Background: an optimization exercise with open tools, aiming at a short achievable clock period and few clock cycles. Do not read the settings as production practice.
Only simulation tests tie the RTL to the original design; equivalence was not proved.
Power and IR drop assume default switching activity.

==> flow/flow/run.sh <==
#!/bin/bash
# The standard layout (standard.sh, the standard flow's own ORFS run on this design),
# with one change: synthesis does not lift half and full adders into the
# library's adder cells (ADDER_MAP_FILE left empty), so the gate-level
# optimiser keeps the adders' carry logic and maps it for speed.
# make's full output goes to flow_make.log here; each ORFS step also keeps
# its own log under orfs/logs/.
set -euo pipefail
bash standard.sh ADDER_MAP_FILE= finish > flow_make.log 2>&1
==> flow/standard.sh <==
#!/bin/bash
# synth_recipe.tcl (not shown) runs the flow's synth.tcl, then flattens the netlist and writes it again
# the make line also repeats each setting of config.mk as NAME=value (left out here)
make -C /OpenROAD-flow-scripts/flow DESIGN_CONFIG=/design/flow/config.mk WORK_HOME=/design/flow/orfs CLKGATE_MAP_FILE= SYNTH_SCRIPT=/design/flow/synth_recipe.tcl "${@:-finish}"
==> flow/config.mk <==
export PLATFORM = sky130hd
export DESIGN_NAME = mips_pipeline
export DESIGN_NICKNAME = mips_pipeline
export VERILOG_FILES = /design/flow/design.v
export SDC_FILE = /design/flow/constraint.sdc
export NUM_CORES = 4
export LEC_CHECK = 0
export ABC_CLOCK_PERIOD_IN_PS = 2500
export CAP_MARGIN = 20
export CORE_MARGIN = 2
export CORE_UTILIZATION = 40
export SETUP_SLACK_MARGIN = 4
export SLEW_MARGIN = 20
export SYNTH_HIERARCHICAL = 1
==> flow/constraint.sdc <==
create_clock -name core_clock -period 6.2 [get_ports {clk}]
set_input_delay 1.2400 -clock core_clock [delete_from_list [all_inputs] [get_ports {clk}]]
set_output_delay 1.2400 -clock core_clock [all_outputs]
set_load 0.01 [all_outputs]
==> flow/design.v <==
`timescale 1ns/1ns
package mips_pkg;
    typedef logic [31:0] word_t;     
    typedef logic [4:0]  reg_idx_t;  
    typedef logic [5:0]  opcode_t;   
    typedef logic [5:0]  funct_t;    
    typedef logic [3:0]  alu_sel_t;  
    typedef logic [1:0]  fwd_sel_t;  
    function automatic word_t fwd_pick(fwd_sel_t sel, word_t reg_val,
                                       word_t exmem_val, word_t wb_val);
        case (sel)
            2'd1: fwd_pick = exmem_val;  
            2'd2:    fwd_pick = wb_val;     
            default:    fwd_pick = reg_val;
        endcase
    endfunction
endpackage
`timescale 1ns/1ns
module add32 (
    input  logic [31:0] x,
    input  logic [31:0] y,
    output logic [31:0] s
);
    assign s = x + y;
endmodule
module sub32 (
    input  logic [31:0] x,
    input  logic [31:0] y,
    output logic [31:0] s
);
    assign s = x - y;
endmodule
module eq32 (
    input  logic [31:0] x,
    input  logic [31:0] y,
    output logic        e
);
    assign e = x == y;
endmodule
module alu_fwd (
    input  logic [31:0] x,           
    input  logic [31:0] y,
    input  logic        s_add,       
    input  logic        s_sub,
    input  logic        s_and,
    input  logic        s_or,
    input  logic        s_slt,
    input  logic        s_ld,
    input  logic [31:0] rdata,       
    input  logic [31:0] a_id,        
    input  logic [31:0] b_id,
    input  logic [31:0] imm,
    input  logic        fwd_a,       
    input  logic        fwd_b,
    input  logic        use_imm,
    input  logic        is_sw,
    output logic [31:0] res,
    output logic [31:0] next_a,
    output logic [31:0] next_b,
    output logic [31:0] next_sd      
);
    logic [31:0] add_r, sub_r;
    logic        slt;
    assign add_r = x + y;
    assign sub_r = x - y;
    assign slt   = y[31] ? (x[31] & sub_r[31]) : (x[31] | sub_r[31]);
    assign res = ({32{s_and}} & (x & y)) |
                 ({32{s_or}}  & (x | y)) |
                 ({32{s_add}} & add_r) |
                 ({32{s_sub}} & sub_r) |
                 {31'd0, s_slt & slt} |
                 ({32{s_ld}}  & rdata);
    assign next_a  = fwd_a ? res : a_id;
    assign next_b  = use_imm ? imm : fwd_b ? res : b_id;
    assign next_sd = !is_sw ? 32'd0 : fwd_b ? res : b_id;
endmodule
`timescale 1ns/1ns
module mips_pipeline (
    input  logic            clk,
    input  logic            rstn,
    output mips_pkg::word_t imem_addr,
    input  mips_pkg::word_t imem_instr,
    output mips_pkg::word_t dmem_addr,
    output mips_pkg::word_t dmem_wdata,
    output logic            dmem_we,
    output logic            dmem_re,
    input  mips_pkg::word_t dmem_rdata
);
    logic [31:0] pc;
    logic [31:0] regs [1:31];
    logic        pend;                
    logic [31:0] pend_target;
    logic        id_valid;
    logic [31:0] id_instr;
    logic [31:0] id_pc;
    logic [31:0] id_t0;               
    logic [31:0] id_ra;               
    logic [31:0] id_rb;
    logic        id_a_wb, id_a_wb2;   
    logic        id_b_wb, id_b_wb2;   
    logic        id_dep_a, id_dep_b;  
    logic [31:0] ex_a;                
    logic [31:0] ex_b;                
    logic [31:0] ex_maddr;
    logic [31:0] ex_target;
    logic [4:0]  ex_dst;
    logic        ex_we;
    logic        ex_re;
    logic        ex_st;
    logic        ex_late;             
    logic        ex_add, ex_sub, ex_and, ex_or, ex_slt, ex_ld;   
    logic [31:0] st_data;             
    logic [31:0] wb_val;
    logic [4:0]  wb_dst;
    logic        wb_we;
    logic [31:0] wb2_val;
    logic [4:0]  wb2_dst;
    logic        wb2_we;
    logic [31:0] pc4;
    logic [31:0] f_imm;
    logic [31:0] f_t0;
    logic [31:0] rf_a, rf_b;
    logic [4:0]  f_rs, f_rt;
    assign imem_addr = pc;
    assign pc4       = pc + 32'd4;
    assign f_imm     = {{16{imem_instr[15]}}, imem_instr[15:0]};
    add32 u_target (.x(pc), .y({f_imm[29:0], 2'b00}), .s(f_t0));
    assign f_rs      = imem_instr[25:21];
    assign f_rt      = imem_instr[20:16];
    assign rf_a      = (f_rs == 5'd0) ? 32'd0 : regs[f_rs];
    assign rf_b      = (f_rt == 5'd0) ? 32'd0 : regs[f_rt];
    logic [5:0]  op, fn;
    logic [4:0]  rs, rt, rd;
    logic [31:0] imm;
    logic        is_r, is_addi, is_lw, is_sw, is_beq;
    logic        d_we;
    logic [4:0]  d_dst;
    logic [31:0] a, b;
    logic        replay;
    logic        go;                  
    logic        late;
    logic        early_taken;
    logic [31:0] maddr;
    logic        late_taken;
    logic [31:0] id_target;
    assign id_target = id_t0 + 32'd4;
    assign op  = id_instr[31:26];
    assign fn  = id_instr[5:0];
    assign rs  = id_instr[25:21];
    assign rt  = id_instr[20:16];
    assign rd  = id_instr[15:11];
    assign imm = {{16{id_instr[15]}}, id_instr[15:0]};
    assign is_r    = id_valid && op == 6'h00;
    assign is_addi = id_valid && op == 6'h08;
    assign is_lw   = id_valid && op == 6'h23;
    assign is_sw   = id_valid && op == 6'h2b;
    assign is_beq  = id_valid && op == 6'h04;
    assign d_dst = is_r ? rd : rt;
    assign d_we  = (is_r || is_addi || is_lw) && d_dst != 5'd0;
    assign a = id_a_wb ? wb_val : id_a_wb2 ? wb2_val : id_ra;
    assign b = id_b_wb ? wb_val : id_b_wb2 ? wb2_val : id_rb;
    assign late   = is_beq && rs != rt && (id_dep_a || id_dep_b);
    assign replay = (is_lw || is_sw) && id_dep_a;
    assign go     = !replay;
    logic [31:0] maddr_r, maddr_w, maddr_w2;
    logic        eq_rr, eq_wr, eq_w2r, eq_rw, eq_rw2, eq_ww2;
    logic        eq;
    add32 u_ma_r  (.x(id_ra),   .y(imm), .s(maddr_r));
    add32 u_ma_w  (.x(wb_val),  .y(imm), .s(maddr_w));
    add32 u_ma_w2 (.x(wb2_val), .y(imm), .s(maddr_w2));
    assign maddr = id_a_wb ? maddr_w : id_a_wb2 ? maddr_w2 : maddr_r;
    eq32 u_eq_rr  (.x(id_ra),   .y(id_rb),   .e(eq_rr));
    eq32 u_eq_wr  (.x(wb_val),  .y(id_rb),   .e(eq_wr));
    eq32 u_eq_w2r (.x(wb2_val), .y(id_rb),   .e(eq_w2r));
    eq32 u_eq_rw  (.x(id_ra),   .y(wb_val),  .e(eq_rw));
    eq32 u_eq_rw2 (.x(id_ra),   .y(wb2_val), .e(eq_rw2));
    eq32 u_eq_ww2 (.x(wb_val),  .y(wb2_val), .e(eq_ww2));
    always_comb begin
        case ({id_a_wb, id_a_wb2 && !id_a_wb, id_b_wb, id_b_wb2 && !id_b_wb})
            4'b1010, 4'b0101: eq = 1'b1;
            4'b1001:          eq = eq_ww2;
            4'b0110:          eq = eq_ww2;
            4'b1000:          eq = eq_wr;
            4'b0100:          eq = eq_w2r;
            4'b0010:          eq = eq_rw;
            4'b0001:          eq = eq_rw2;
            default:          eq = eq_rr;
        endcase
    end
    assign early_taken = is_beq && !late && (rs == rt || eq);
    logic [31:0] res;
    logic [31:0] next_a, next_b, next_sd;
    logic        eq_ab;
    alu_fwd u_alu (
        .x(ex_a), .y(ex_b),
        .s_add(ex_add), .s_sub(ex_sub), .s_and(ex_and), .s_or(ex_or), .s_slt(ex_slt),
        .s_ld(ex_ld), .rdata(dmem_rdata),
        .a_id(a), .b_id(b), .imm(imm),
        .fwd_a(id_dep_a), .fwd_b(id_dep_b), .use_imm(is_addi), .is_sw(is_sw),
        .res(res), .next_a(next_a), .next_b(next_b), .next_sd(next_sd)
    );
    eq32 u_eq_ab (.x(ex_a), .y(ex_b), .e(eq_ab));
    assign late_taken = ex_late && eq_ab;
    assign dmem_addr  = ex_maddr;
    assign dmem_wdata = st_data;
    assign dmem_we    = ex_st;
    assign dmem_re    = ex_re;
    always_ff @(posedge clk) begin
        if (rstn)
            pc <= 32'h0040_0000;
        else if (late_taken)
            pc <= ex_target;
        else if (replay)
            pc <= id_pc;
        else if (pend)
            pc <= pend_target;
        else if (early_taken)
            pc <= id_target;
        else
            pc <= pc4;
    end
    always_ff @(posedge clk) begin
        if (rstn)
            pend <= 1'b0;
        else
            pend <= late_taken && early_taken;
        pend_target <= id_target;
    end
    always_ff @(posedge clk) begin
        if (rstn)
            id_valid <= 1'b0;
        else
            id_valid <= !late_taken && !replay;
    end
    always_ff @(posedge clk) begin
        id_instr  <= imem_instr;
        id_pc     <= pc;
        id_t0     <= f_t0;
        id_ra     <= rf_a;
        id_rb     <= rf_b;
        id_a_wb   <= ex_we && ex_dst == f_rs;
        id_b_wb   <= ex_we && ex_dst == f_rt;
        id_a_wb2  <= wb_we && wb_dst == f_rs;
        id_b_wb2  <= wb_we && wb_dst == f_rt;
        id_dep_a  <= d_we && d_dst == f_rs;
        id_dep_b  <= d_we && d_dst == f_rt;
    end
    always_ff @(posedge clk) begin
        if (rstn || !go) begin
            ex_we   <= 1'b0;
            ex_re   <= 1'b0;
            ex_st   <= 1'b0;
            ex_late <= 1'b0;
        end else begin
            ex_we   <= d_we;
            ex_re   <= is_lw;
            ex_st   <= is_sw;
            ex_late <= late;
        end
    end
    always_ff @(posedge clk) begin
        ex_a      <= next_a;
        ex_b      <= next_b;
        st_data   <= next_sd;
        ex_maddr  <= maddr;
        ex_target <= id_target;
        ex_dst    <= d_dst;
        ex_ld     <= op == 6'h23;
        ex_add    <= !(op == 6'h00 && (fn == 6'h22 || fn == 6'h24 || fn == 6'h25 ||
                                       fn == 6'h2a)) && op != 6'h23;
        ex_sub    <= op == 6'h00 && fn == 6'h22;
        ex_and    <= op == 6'h00 && fn == 6'h24;
        ex_or     <= op == 6'h00 && fn == 6'h25;
        ex_slt    <= op == 6'h00 && fn == 6'h2a;
    end
    always_ff @(posedge clk) begin
        if (rstn) begin
            wb_we  <= 1'b0;
            wb2_we <= 1'b0;
        end else begin
            wb_we  <= ex_we;
            wb2_we <= wb_we;
        end
    end
    always_ff @(posedge clk) begin
        wb_val  <= res;
        wb_dst  <= ex_dst;
        wb2_val <= wb_val;
        wb2_dst <= wb_dst;
    end
    always_ff @(posedge clk) begin
        if (wb_we)
            regs[wb_dst] <= wb_val;
    end
endmodule
==> impl_metrics.tcl <==
set metrics [dict create \
    critical_path.max_fanout 14 \
    hold_violations 0 \
    worst_slew_pin_slew_ns 1.06 \
    final_layout_size_suffix_gt1_frac 0.409 \
    ant_nets 0 \
    grt_max_degree 95 \
    rsz0062_at_grt "yes" \
    synth.distinct_cells 110 \
    yosys.area.top_type_share 0.394 \
    syn-cell-area_um2 75600 \
    synth_top_family_by_area "multiplexers" \
    antenna_found_initial 11 \
    cts_made_buffers 150 \
    start_util 0.403 \
    ir_drop_mv 0.326 \
    yosysWarnings 7 \
    status "timing/DRC/antenna clean" \
    path_clk_slew_ns 0.06 \
    synthTopCellsByArea "edfxtp_1 (39%), mux4_2 (14%), dfxtp_1 (12%)" \
    drt-total-wl_um 307000 \
    synth_compound_area_frac 0.106 \
    cts_tree "yes" \
    vias_per_cell 6.45 \
    ys_dominant_reg_cell "edfxtp_1" \
    ys_ff_latch 1437 \
    clk_latency_ns 0.84 \
    synth_simple_gate_area_share 0.0757 \
    num_vias 59515 \
    first_pass_iters 22 \
    maxSlewViolCount 0 \
    period_needed_ns 3.12 \
    num_rows 159 \
    track_usage 0.302 \
    synthXorXnorAreaFrac 0.0776 \
    start_kind "flop" \
    maxCapViolCount 0 \
    synth_common_cells "edfxtp_1 (992), mux4_2 (470), dfxtp_1 (445), nor2_1 (383), xor2_1 (354)" \
    largest_reg_flops 992 \
    syn-mean-instance-area_um2 12.8 \
    dp_hpwl_um 165000 \
    worstPathRequired_ns 6.94 \
    synth_edf_count 992 \
    yosysSeqAreaShare 0.512 \
    synth_mux_area_frac 0.187 \
    largest_register "regs" \
    fin_crit_sh 0.503 \
    clock_skew_ns 0.0448 \
    overflow 0 \
    nets 6672 \
    yosysMostFrequentCell "edfxtp_1" \
    grt_pass1_vias 56589 \
    n_fill_cell 15101 \
    arrival_ns 3.86 \
    drc 0 \
    critical_path_class "reg2reg" \
    holdCritPathClass "reg2reg" \
    finalSetupViolations 0 \
    die_x_um 439 \
    die_h_um 439 \
    syn2layout_area_growth_pct 32.7 \
    cts_sinks 1437 \
    io_buffers 163 \
    p_leak_nw 34.7 \
    end_kind "flop" \
    async_reset_ff_frac 0 \
    power.density_nw_per_um2 334 \
    fmax_mhz 321 \
    wl_per_cell_um 33.3 \
    synthCells 5900 \
    gp_congestion 0.918 \
    coreArea_um2 188000 \
    grt_first_pass_wirelength_um 418000 \
    clock_path_buffers 3 \
    synth_top_area_cell "edfxtp_1" \
    slew_headroom 0.289 \
    dieArea_um2 193000 \
    tns_ns 0 \
    io_pins 164 \
    total_power_mw 33.6 \
    htreeDepth 4 \
    dr.first_iter.drc_count 7829 \
    yosys.area_share.adder 0.0145 \
    cts_root_buffer "clkbuf_16" \
]
-- worst max-delay path, stage by stage (launching register included) --
cell	delay (ns)
dfxtp_4	0.47
buf_6	0.14
buf_12	0.14
buf_16	0.18
xnor2_1	0.14
or2_2	0.37
nor3_4	0.34
a31oi_4	0.13
nor2_4	0.31
buf_4	0.19
a2111oi_4	0.03
nor3_2	0.24
mux2i_2	0.14
o21ai_2	0.17
-- metrics by stage --
| stage | cells | utilization | hold slack (ns) | cell area, µm² | setup WS [ns] |
|---|---|---|---|---|---|
| 3_3_place_gp | 8312 | 0.432 | 0.337 | 81200 | 2.03 |
| 2_1_floorplan | 5905 | - | 0.330 | 77300 | 2.84 |
| 5_1_grt | 9227 | 0.534 | 0.374 | 100000 | 3.01 |
| 6_report | 9233 | 0.534 | 0.365 | 100000 | 3.08 |
| 3_5_place_dp | 8315 | 0.433 | 0.343 | 81200 | 1.99 |
| 4_1_cts | 9010 | 0.509 | 0.355 | 95500 | 3.11 |
-- cells by family (layout without fill, tap and decap cells) --
family	count (synthesis)	in the layout
compound gates	1198	1201
xor+xnor	662	662
fa+ha+maj	108	108
buf+inv	483	1301
flops	1437	1437
mux	817	817
other cells	1	13
simple gates	1194	1199
-- power by group --
group / internal (mW) / switching [mW]
registers: 11.7 / 1.35
clock network: 5.26 / 4.05
logic: 5.00 / 6.19
total: 22.0 / 11.6
-- Yosys stat by module (local to each module, per instance) --
module         times used  cells  flip-flops and latches
mips_pipeline           1   3487                    1437
eq32                    7     43                       0
add32                   4    269                       0
alu_fwd                 1   1036                       0
-- metal layers --
layer / GRT usage / wire, µm / vias to the layer above / share of wire
met4: 0.169 / 22200 / 8 / 0.072
met3: 0.0603 / 30800 / 924 / 0.10
li1: - / - / 24527 / -
met1: 0.387 / 113000 / 30242 / 0.37
met5: 0 / 54 / - / 0.00018
met2: 0.481 / 141000 / 3814 / 0.46
-- final cells by class --
| class | count | area, µm² | area share |
|---|---|---|---|
| Timing Repair Buffer | 928 | 11800 | 0.118 |
| Antenna cell | 7 | 17.5 | 0.000175 |
| Clock inverter | 73 | 840 | 0.00837 |
| Clock buffer | 204 | 4260 | 0.0424 |
| Tap cell | 2495 | 3120 | 0.0311 |
| Timing Repair inverter | 1 | 5.00 | 0.0000499 |
| Inverter | 95 | 367 | 0.00365 |
| Multi-Input combinational cell | 3993 | 40500 | 0.403 |
| Sequential cell | 1437 | 39500 | 0.393 |
-- worst paths after layout --
path	startpoint	to	slack (ns)	cells past startpoint
min	ex_dst[0]$_DFF_P_	wb_dst[0]$_DFF_P_	0.37	0
max reg2reg	id_instr[15]$_DFF_P_	ex_maddr[29]$_DFF_P_	3.08	13
min reg2reg	ex_dst[0]$_DFF_P_	wb_dst[0]$_DFF_P_	0.37	0
max	id_instr[15]$_DFF_P_	ex_maddr[29]$_DFF_P_	3.08	13
-- what timing repair did --
action	CTS	global route
hold buffers	0	0
pin swaps	255	259
gates cloned	86	30
buffers inserted	332	186
endpoints found under the setup margin	1337	497
gates resized for setup	1665	525
-- placed cells by master (no fill, tap or decap), types with 183 or more instances in the layout --
cell type	instances
buf_4	395
xor2_1	331
xnor2_1	224
a21oi_1	193
nand2_1	262
mux2i_1	252
clkbuf_16	183
buf_6	229
edfxtp_1	992
mux4_2	470
o21ai_0	195
nor2_1	316
Testbench counts, summed over its fixed seeds: cycles 23,491.

==> port drivers added, routing unchanged <==
Ports are ideal in the flow. The routed layout listed here was re-timed in OpenROAD. Step 1 sets driving cells, clkbuf_16 on the clock port and buf_2 on the other inputs (assumed; they add their load-dependent delay and slew). Step 2 adds t to the input delays and takes it off the output delays; t is the mean of the earliest and latest rising clock arrival at the registers after step 1. Input paths then give back, and output paths get back, about the clock's delay inside the block. a / b / c = ideal ports / drivers / drivers and shift; a / b = the first two.
t (ns): 0.907
setup WS [ns]: 3.080 / 3.080 / 2.718
worst setup path at the end: input to register
clock arrival spread, ns: 0.048 / 0.047
cell pins on the clock port's net: 1
After both steps setup and hold are still met in this run. The setup slack of this run moves by 0.000 ns with the drivers and by -0.362 ns with both steps.
